Background: an optimization exercise with open tools, aiming at small area, a short achievable clock period and few clock cycles per item. Do not read the settings as production practice. Power figures rest on the tool's default switching activity, not on a simulated workload.

==> flow/design.v <==
package srsw_pkg;
    localparam int SEQ_COUNT = 32;
    localparam int SEQ_W     = 5;
    localparam int BLOCK_W   = 24;
    localparam int HI_W      = BLOCK_W - SEQ_W;    
    localparam int WSIZE_W   = 5;
    localparam int TIMEOUT_W = 10;
    localparam int TIMER_W   = 11;
    localparam int CFG_IDX_W = 1;
    localparam int CFG_W     = 10;
    localparam logic [CFG_IDX_W-1:0] REG_WINDOW_SIZE = 1'd0;
    localparam logic [CFG_IDX_W-1:0] REG_TIMEOUT     = 1'd1;
    localparam logic OP_ACK  = 1'b0;
    localparam logic OP_TICK = 1'b1;
endpackage
module srsw_cell (
    input  logic       clk,
    input  logic       live,       
    input  logic [9:0] n1,         
    input  logic [9:0] n0,
    input  logic       tz,         
    input  logic       rmode,      
    input  logic       rfirst,     
    input  logic       do_tick,    
    input  logic       do_mark,    
    input  logic       hit,        
    input  logic       fresh,      
    output logic       pend,       
    output logic       exp,        
    output logic       acked
);
    logic [10:0] timer;
    logic [10:0] t_next;
    logic        ge;
    logic        acked_r;
    logic        eq;
    logic        inc;
    logic        clr;
    assign pend  = live & ~acked_r;
    assign exp   = pend & ge;
    assign acked = acked_r;
    assign inc   = do_tick & pend;
    assign clr   = fresh | hit;
    always_comb
    begin
        logic c;
        eq = 1'b1;
        for (int i = 0; i < 10; i++)
        begin
            eq = eq & (timer[i] ? n1[i] : n0[i]);
        end
        c = inc;
        for (int i = 0; i < 10; i++)
        begin
            t_next[i] = ~clr & (timer[i] ^ c);
            c         = c & timer[i];
        end
        t_next[10] = ~clr & (timer[10] | c);
    end
    always_ff @(posedge clk)
    begin
        timer <= t_next;
        ge <= (clr & tz) | (~clr & (inc | rmode) & ((rfirst ? timer[10] : ge) | eq))
                         | (~clr & ~(inc | rmode) & ge);
        acked_r <= ~fresh & (acked_r | (do_mark & live));
    end
endmodule
module selective_repeat_sender_window_top (
    input  logic                                 clk,
    input  logic                                 rst_n,
    input  logic                                 start,
    output logic                                 busy,
    input  logic [5:0]                           item,      
    input  logic                                 cfg_we,
    input  logic [srsw_pkg::CFG_IDX_W-1:0]       cfg_idx,
    input  logic [srsw_pkg::CFG_W-1:0]           cfg_data,
    output logic                                 result_valid,
    output logic [29:0]                          result     
);
    localparam int N  = srsw_pkg::SEQ_COUNT;
    localparam int SW = srsw_pkg::SEQ_W;
    localparam int HW = srsw_pkg::HI_W;
    function automatic logic [N-1:0] therm(input logic [SW-1:0] b);
        logic [N-1:0] t;
        for (int p = 0; p < N; p++)
        begin
            logic r;
            r = 1'b1;
            for (int i = 0; i < SW; i++)
            begin
                r = ((p >> i) & 1) ? (~b[i] | r) : (~b[i] & r);
            end
            t[p] = r;
        end
        therm = t;
    endfunction
    function automatic logic [N-1:0] decode(input logic [SW-1:0] b);
        logic [N-1:0] t;
        for (int p = 0; p < N; p++)
        begin
            t[p] = b == SW'(p);
        end
        decode = t;
    endfunction
    function automatic logic [N-1:0] below(input logic [N-1:0] v);
        logic [N-1:0] x;
        x = v;
        x = x | (x << 1);
        x = x | (x << 2);
        x = x | (x << 4);
        x = x | (x << 8);
        x = x | (x << 16);
        below = x << 1;
    endfunction
    function automatic logic [SW-1:0] encode(input logic [N-1:0] oh);
        logic [SW-1:0] r;
        r = '0;
        for (int p = 0; p < N; p++)
        begin
            r = r | (oh[p] ? SW'(p) : SW'(0));
        end
        encode = r;
    endfunction
    logic          v0;
    logic          op0;
    logic [SW-1:0] s0;
    always_ff @(posedge clk or negedge rst_n)
    begin
        if (!rst_n)
        begin
            v0 <= 1'b0;
        end
        else
        begin
            v0 <= start && !busy_reg;
        end
    end
    always_ff @(posedge clk)
    begin
        op0 <= item[5];
        s0  <= item[4:0];
    end
    assign busy = busy_reg;
    logic [SW-1:0] nxt_reg;
    logic [HW-1:0] hi_reg;
    logic [4:0]    ws_reg;
    logic [9:0]    to_reg;       
    logic          tz_reg;       
    logic [3:0]    rstep;        
    logic [3:0]    rstep_next;
    logic          busy_reg;
    logic [9:0]    n1_reg;       
    logic [9:0]    n0_reg;
    logic [9:0]    n1_next;
    logic [9:0]    n0_next;
    logic          rmode;
    logic          rfirst;
    logic [N-1:0]  live_reg;
    logic [N-1:0]  atb_reg;      
    logic          room_reg;     
    logic [SW-1:0] lo_reg;       
    logic          rv1_reg;      
    logic          rs1_reg;
    logic          wrap1_reg;
    logic [N-1:0]  seq1_reg;     
    logic          rv_reg;
    logic [29:0]   res_reg;
    logic do_tick, do_ack;
    assign do_tick = v0 && op0;
    assign do_ack  = v0 && !op0;
    logic [N-1:0] pend, expd, ackd;
    logic [N-1:0] hit, fresh, mark;
    for (genvar p = 0; p < N; p++)
    begin : g_slot
        srsw_cell u_cell (
            .clk     (clk),
            .live    (live_reg[p]),
            .n1      (n1_reg),
            .n0      (n0_reg),
            .tz      (tz_reg),
            .rmode   (rmode),
            .rfirst  (rfirst),
            .do_tick (do_tick),
            .do_mark (mark[p]),
            .hit     (hit[p]),
            .fresh   (fresh[p]),
            .pend    (pend[p]),
            .exp     (expd[p]),
            .acked   (ackd[p])
        );
    end
    logic [N-1:0]  exp_h, first;
    logic          any_h, any_e;
    logic          sent;
    logic [N-1:0]  dnxt;
    logic [N-1:0]  gt_b, zs, zs_h, bz_h, bz, atb_new, passed;
    logic          any_zh;
    logic          slide;
    logic [SW-1:0] lo;
    logic [N-1:0]  b1, dlo, dlo_c;
    logic          nonempty;
    logic          room_c, room_1, room_s;
    logic [N-1:0]  from_lo, short_of_lo;
    always_comb
    begin
        exp_h = expd & atb_reg;
        any_h = |exp_h;
        any_e = |expd;
        first = expd & ((atb_reg & ~below(exp_h)) | (~atb_reg & ~below(expd) & {N{~any_h}}));
        dnxt  = decode(nxt_reg);
        sent  = do_tick && !any_e && room_reg;
        gt_b    = {atb_reg[N-2:0], 1'b0};
        zs      = ~(ackd & live_reg);
        zs_h    = zs & gt_b;
        any_zh  = |zs_h;
        bz_h    = below(zs_h);
        bz      = below(zs);
        atb_new = any_zh ? (zs_h | bz_h) : (zs | bz);
        passed  = any_zh ? (atb_reg & ~atb_new) : (atb_reg | ~atb_new);
        b1       = atb_reg & ~gt_b;      
        nonempty = |live_reg;
        slide    = |(mark & b1 & live_reg);
        lo      = nxt_reg - ws_reg + SW'(1);
        dlo     = decode(lo_reg);
        dlo_c   = decode(lo);
        room_c  = (ws_reg != '0) && !(|(dlo_c & ~b1 & (live_reg | dnxt)));
        room_1  = room_reg && !(|(dlo & b1));
        from_lo = therm(lo_reg);
        short_of_lo = (|(dlo & gt_b)) ? (gt_b & ~from_lo) : (gt_b | ~from_lo);
        room_s  = room_reg || !(|(zs & short_of_lo));
        for (int p = 0; p < N; p++)
        begin
            hit[p]   = do_tick && first[p];
            fresh[p] = sent && dnxt[p];
            mark[p]  = do_ack && (s0 == SW'(p));
        end
    end
    assign rmode  = rstep >= 4'd2;
    assign rfirst = rstep == 4'd2;
    always_comb
    begin
        logic [9:0] r;
        if (rstep == 4'd1)
        begin
            rstep_next = nonempty ? 4'd2 : 4'd0;
        end
        else if (rstep == 4'd12 || rstep == 4'd0)
        begin
            rstep_next = 4'd0;
        end
        else
        begin
            rstep_next = rstep + 4'd1;
        end
        r = to_reg - 10'd1;
        n1_next = r;
        n0_next = ~r;
        if (rstep_next == 4'd12)
        begin
            n1_next = to_reg;
            n0_next = ~to_reg;
        end
        else if (rstep_next >= 4'd2)
        begin
            for (int j = 0; j < 10; j++)
            begin
                if (j > 11 - int'(rstep_next))
                begin
                    n1_next[j] = to_reg[j];
                    n0_next[j] = ~to_reg[j];
                end
                else if (j == 11 - int'(rstep_next))
                begin
                    n1_next[j] = ~to_reg[j];
                    n0_next[j] = 1'b0;
                end
                else
                begin
                    n1_next[j] = 1'b1;
                    n0_next[j] = 1'b1;
                end
            end
        end
    end
    always_ff @(posedge clk)
    begin
        n1_reg <= n1_next;
        n0_reg <= n0_next;
    end
    logic [HW-1:0] hi_inc;
    assign hi_inc = hi_reg + HW'(1);
    always_ff @(posedge clk or negedge rst_n)
    begin
        if (!rst_n)
        begin
            nxt_reg     <= '0;
            hi_reg      <= '0;
            ws_reg      <= 5'd7;
            to_reg      <= 10'd20;
            tz_reg      <= 1'b0;
            rstep       <= 4'd0;
            busy_reg    <= 1'b0;
            live_reg    <= '0;
            atb_reg     <= '1;
            room_reg    <= 1'b1;
            lo_reg      <= 5'd26;
            rv1_reg     <= 1'b0;
            rv_reg      <= 1'b0;
        end
        else
        begin
            rv1_reg <= do_tick && (any_e || room_reg);
            rv_reg  <= rv1_reg;
            if (sent)
            begin
                nxt_reg  <= nxt_reg + SW'(1);
                live_reg <= live_reg | dnxt;
            end
            if (slide)
            begin
                atb_reg  <= atb_new;
                live_reg <= live_reg & ~passed;
                if (!any_zh)
                begin
                    hi_reg <= hi_inc;
                end
            end
            room_reg <= slide ? room_s : (sent ? room_1 : room_c);
            lo_reg   <= sent ? lo_reg + SW'(1) : lo;
            rstep <= rstep_next;
            if (rstep == 4'd1)
            begin
                busy_reg <= nonempty;
            end
            else if (rstep_next == 4'd12)
            begin
                busy_reg <= 1'b0;
            end
            if (cfg_we)
            begin
                if (cfg_idx == srsw_pkg::REG_WINDOW_SIZE)
                begin
                    ws_reg <= cfg_data[4:0];
                end
                else
                begin
                    to_reg   <= cfg_data;
                    tz_reg   <= cfg_data == '0;
                    rstep    <= 4'd1;
                    busy_reg <= nonempty || v0;
                end
            end
        end
    end
    logic [SW-1:0] rseq;
    assign rseq = encode(seq1_reg);
    always_ff @(posedge clk)
    begin
        rs1_reg   <= any_e;
        seq1_reg  <= any_e ? first : dnxt;
        wrap1_reg <= any_e ? !any_h : !(|(dnxt & atb_reg));
        res_reg   <= {rseq, (wrap1_reg ? hi_inc : hi_reg), rseq, rs1_reg};
    end
    assign result_valid = rv_reg;
    assign result       = res_reg;
endmodule
Settings: LEC_CHECK=0, CAP_MARGIN=20, CORE_MARGIN=2, CORE_UTILIZATION=60, CTS_BUF_LIST=sky130_fd_sc_hd__clkbuf_8, CTS_CLUSTER_SIZE=24, PLACE_DENSITY=0.75, SLEW_MARGIN=20; clock period 10.0 ns.
standard.sh (not shown) runs the stock make flow with config.mk's settings and CLKGATE_MAP_FILE= SYNTH_SCRIPT=/design/flow/synth_recipe.tcl, a recipe that flattens the netlist after the stock synthesis.
==> flow/flow/run.sh <==
#!/bin/bash
export SETUP_SLACK_MARGIN=6.5
bash standard.sh > standard.log 2>&1
Then changed:
Settings changed: CTS_BUF_LIST sky130_fd_sc_hd__clkbuf_8 to not set, CTS_CLUSTER_SIZE 24 to not set.
Outcome:
- worst setup slack improved by 0.082 ns
- non-clock buffer count stays the same
- count of clock-buffer cells in the layout came out lower by 25
- total power came out higher by 1.5%
- via count came out lower by 0.37%
- sequential power barely changes
- register-to-register slack improved by 0.08 ns
- wire length stays flat
- clock power came out higher by about 6%
- final cell count came out lower by 1.5%
- combinational power barely changes
Function was not checked in any run of this note: the RTL went through the layout flow alone.

-- what the ideal ports hide --
In the flow no input, the clock included, has a driving cell. The finished layouts below were timed again as built, in two steps.
Step 1 assumes that a clkbuf_16 drives the clock port and a buf_2 every other input.
Step 2 adds t to the input delays and takes it off the output delays; t is the mean of the earliest and latest rising clock arrival at the registers after step 1. Input paths then give back, and output paths get back, about the clock's delay inside the block.
Slacks: ideal / step 1 / step 2; pairs: ideal / step 1.
run	shift t [ns]	slack for setup (ns)	hold WS [ns]	slew at the worst register clock pin (ns)
the first run	0.796	6.320 / 6.320 / 6.233	0.330 / 0.330 / 0.330	0.07 / 0.07
the second run	0.671	6.401 / 6.401 / 6.222	0.323 / 0.323 / 0.323	0.07 / 0.07
After both steps every run listed still meets setup and hold. The setup slack of the second run, which loses most, moves by 0.000 ns with the drivers and by -0.179 ns with both steps.
